What follows belongs to an exercise in optimizing a design on an open flow for small area, a short achievable clock period and few clock cycles per item; a production flow would make more cautious choices. At most, simulation tests tie the RTL to the original design; equivalence was not proved.

==> module dds_square, before the edit <==
module dds_square (
	input  wire logic [30:0] rem,
	input  wire logic [29:0] q,
	input  wire logic [3:0]  bits,
	output logic      [1:0]  digit,
	output logic      [30:0] rem_n
);
	logic [35:0] r4, t1, t2, t3, a3, b3, s3, c3;
	assign r4 = {1'b0, rem, bits};
	dds_pfx_add #(36, 0) u1 (.a(r4), .b(~{3'b000, q, 3'b001}), .cin(1'b1), .s(t1));
	dds_pfx_add #(36, 0) u2 (.a(r4), .b(~{2'b00, q, 4'b0100}), .cin(1'b1), .s(t2));
	assign a3 = ~{2'b00, q, 4'b1000};
	assign b3 = ~{3'b000, q, 3'b001};
	assign s3 = r4 ^ a3 ^ b3;
	assign c3 = {(r4[34:0] & a3[34:0]) | (r4[34:0] & b3[34:0]) | (a3[34:0] & b3[34:0]), 1'b1};
	dds_pfx_add #(36, 0) u3 (.a(s3), .b(c3), .cin(1'b1), .s(t3));
	always_comb begin
		if (!t3[35]) begin digit = 2'd3; rem_n = t3[30:0]; end
		else if (!t2[35]) begin digit = 2'd2; rem_n = t2[30:0]; end
		else if (!t1[35]) begin digit = 2'd1; rem_n = t1[30:0]; end
		else begin digit = 2'd0; rem_n = r4[30:0]; end
	end
endmodule
export LEC_CHECK = 0
export CAP_MARGIN = 20
export CORE_MARGIN = 2
export CORE_UTILIZATION = 40
export CTS_BUF_LIST = sky130_fd_sc_hd__clkbuf_4 sky130_fd_sc_hd__clkbuf_8
export PLACE_DENSITY = 0.6
export SLEW_MARGIN = 20
create_clock -name core_clock -period 10.0 [get_ports {clk}]
standard.sh (not shown) runs the stock make flow with config.mk's settings and CLKGATE_MAP_FILE= SYNTH_SCRIPT=/design/flow/synth_recipe.tcl, a recipe that flattens the netlist after the stock synthesis.
==> flow/flow/run.sh <==
#!/bin/bash
set -euo pipefail
bash standard.sh finish SETUP_SLACK_MARGIN=6.5 \
	"BUFFER_PORTS_ARGS=-buffer_cell sky130_fd_sc_hd__buf_1" > standard.log 2>&1
Testbench counts at the start, summed over its fixed seeds: cycles 31,206, roots 2,400.
Then changed:
--- a/flow/design.v
+++ b/flow/design.v
@@ -12,17 +12,17 @@
 	output logic      [1:0]  digit,
 	output logic      [30:0] rem_n
 );
 	logic [35:0] r4, t1, t2, t3, a3, b3, s3, c3;
 	assign r4 = {1'b0, rem, bits};
-	dds_pfx_add #(36, 0) u1 (.a(r4), .b(~{3'b000, q, 3'b001}), .cin(1'b1), .s(t1));
-	dds_pfx_add #(36, 0) u2 (.a(r4), .b(~{2'b00, q, 4'b0100}), .cin(1'b1), .s(t2));
+	dds_pfx_add #(36, 1) u1 (.a(r4), .b(~{3'b000, q, 3'b001}), .cin(1'b1), .s(t1));
+	dds_pfx_add #(36, 1) u2 (.a(r4), .b(~{2'b00, q, 4'b0100}), .cin(1'b1), .s(t2));
 	assign a3 = ~{2'b00, q, 4'b1000};
 	assign b3 = ~{3'b000, q, 3'b001};
 	assign s3 = r4 ^ a3 ^ b3;
 	assign c3 = {(r4[34:0] & a3[34:0]) | (r4[34:0] & b3[34:0]) | (a3[34:0] & b3[34:0]), 1'b1};
-	dds_pfx_add #(36, 0) u3 (.a(s3), .b(c3), .cin(1'b1), .s(t3));
+	dds_pfx_add #(36, 1) u3 (.a(s3), .b(c3), .cin(1'b1), .s(t3));
 	always_comb begin
 		if (!t3[35]) begin digit = 2'd3; rem_n = t3[30:0]; end
 		else if (!t2[35]) begin digit = 2'd2; rem_n = t2[30:0]; end
 		else if (!t1[35]) begin digit = 2'd1; rem_n = t1[30:0]; end
 		else begin digit = 2'd0; rem_n = r4[30:0]; end
Non-clock buffer count came out lower by 22.
Wire length came out lower by 8.3%.
Fmax came out higher by 1.2%.
Die area came out lower by 2.9%.
Area after synthesis came out lower by 3.0%.
Cell area came out lower by 3.4%.
Count of clock-buffer cells in the layout stays the same.
Worst setup slack gets better by 0.040 ns.
Global-route usage came out lower by 1.0 points.
First-iteration DRC count came out lower by 14%.
Function not checked in the second run of this note: the RTL went through the layout flow alone.


## before
Another version of the RTL of decimal_digit_square_root (not shown whole).
For scale: ~1000 cells after synthesis, about 130 flip-flops, about 9000 µm² of cells after synthesis.
==> flow/design.v (excerpt) <==
module decimal_digit_square_root (
	input  wire logic                    clk,
	input  wire logic                    arst_n,
	input  wire logic                    start,
	output logic                         busy,
	input  wire logic signed [dds_pkg::RAD_W-1:0] radicand,
	output logic                         done,
	output logic [dds_pkg::ROOT_W-1:0]   root,
	output logic                         negative_input
);
==> module dds_pfx_add, before the edit <==
module dds_pfx_add #(
	parameter int W = 36
) (
	input  wire logic [W-1:0] a,
	input  wire logic [W-1:0] b,
	input  wire logic         cin,
	output logic      [W-1:0] p,
	output logic      [W-1:0] c
);
	localparam int N = W + 1;
	logic [N-1:0] gg;
	logic [N-1:0] pp;
	always_comb begin
		gg = {a & b, cin};
		pp = {a ^ b, 1'b0};
		for (int l = 0; (1 << l) < N; l++) begin
			for (int i = (2 << l) - 1; i < N; i += (2 << l)) begin
				gg[i] = gg[i] | (pp[i] & gg[i - (1 << l)]);
				pp[i] = pp[i] & pp[i - (1 << l)];
			end
		end
		for (int l = 5; l >= 0; l--) begin
			for (int i = 3 * (1 << l) - 1; i < N; i += (2 << l)) begin
				gg[i] = gg[i] | (pp[i] & gg[i - (1 << l)]);
				pp[i] = pp[i] & pp[i - (1 << l)];
			end
		end
	end
	assign p = a ^ b;
	assign c = gg[W-1:0];
endmodule
==> flow/config.mk <==
export PLATFORM = sky130hd
export DESIGN_NAME = decimal_digit_square_root
export DESIGN_NICKNAME = decimal_digit_square_root
export VERILOG_FILES = /design/flow/design.v
export SDC_FILE = /design/flow/constraint.sdc
export NUM_CORES = 4
export LEC_CHECK = 0
export CAP_MARGIN = 20
export CORE_MARGIN = 2
export CORE_UTILIZATION = 40
export CTS_BUF_LIST = sky130_fd_sc_hd__clkbuf_4 sky130_fd_sc_hd__clkbuf_8
export PLACE_DENSITY = 0.6
export SLEW_MARGIN = 20
==> flow/constraint.sdc <==
create_clock -name core_clock -period 10.0 [get_ports {clk}]
set_input_delay 2.0000 -clock core_clock [delete_from_list [all_inputs] [get_ports {clk}]]
set_output_delay 2.0000 -clock core_clock [all_outputs]
set_load 0.01 [all_outputs]
Scripts as last shown in full above: flow/flow/run.sh
before closes out successfully: all stages finished, all timing, DRC and antenna checks passed.
Testbench counts of before, summed over its fixed seeds: cycles 31,206, roots 2,400.
Inputs modified between before and after:
diff --git a/flow/design.v b/flow/design.v
--- a/flow/design.v
+++ b/flow/design.v
@@ -69,21 +69,17 @@
 	logic [N-1:0] gg;
 	logic [N-1:0] pp;
 	always_comb begin
 		gg = {a & b, cin};
 		pp = {a ^ b, 1'b0};
 		for (int l = 0; (1 << l) < N; l++) begin
-			for (int i = (2 << l) - 1; i < N; i += (2 << l)) begin
-				gg[i] = gg[i] | (pp[i] & gg[i - (1 << l)]);
-				pp[i] = pp[i] & pp[i - (1 << l)];
-			end
-		end
-		for (int l = 5; l >= 0; l--) begin
-			for (int i = 3 * (1 << l) - 1; i < N; i += (2 << l)) begin
-				gg[i] = gg[i] | (pp[i] & gg[i - (1 << l)]);
-				pp[i] = pp[i] & pp[i - (1 << l)];
+			for (int i = N - 1; i >= 0; i--) begin
+				if (((i >> l) & 1) == 1) begin
+					gg[i] = gg[i] | (pp[i] & gg[((i >> l) << l) - 1]);
+					pp[i] = pp[i] & pp[((i >> l) << l) - 1];
+				end
 			end
 		end
 	end
 	assign p = a ^ b;
 	assign c = gg[W-1:0];
 endmodule
### Flow results
- Share of the core filled with cells (lower): after
- Summary of after over before: area share of xor/xnor cells in the synthesized design now sits lower, clock buffer count in the final layout now sits at about the same level, cell area now sits higher.
No functional check of the RTL was part of after.

-- port drivers added, routing unchanged --
The results above use ideal ports. As a check the final layouts listed here were re-extracted and re-timed, cells and wires unchanged.
Step 1, drivers: a clkbuf_16 drives clk and a buf_2 each remaining input, both assumed.
Step 2 also shifts input and output timing later by t, the mid clock arrival at the registers, as if the neighbouring blocks saw the same clock.
Slacks: no drivers / after step 1 / after step 2; pairs: no drivers / after step 1.
run	t, ns	setup WS [ns]	hold WS [ns]	clock arrival spread, ns
the first run of note 1	0.493	6.573 / 6.573 / 6.141	0.423 / 0.423 / 0.423	0.021 / 0.021
the second run of note 1	0.506	6.612 / 6.612 / 6.168	0.420 / 0.420 / 0.420	0.028 / 0.028
before	0.507	6.613 / 6.613 / 6.149	0.434 / 0.434 / 0.434	0.012 / 0.012
after	0.506	6.526 / 6.526 / 6.294	0.432 / 0.432 / 0.432	0.021 / 0.021
After both steps setup and hold are still met in every run listed. For before, which loses most, drivers alone change the setup slack by 0.000 ns; drivers and shift together by -0.464 ns.
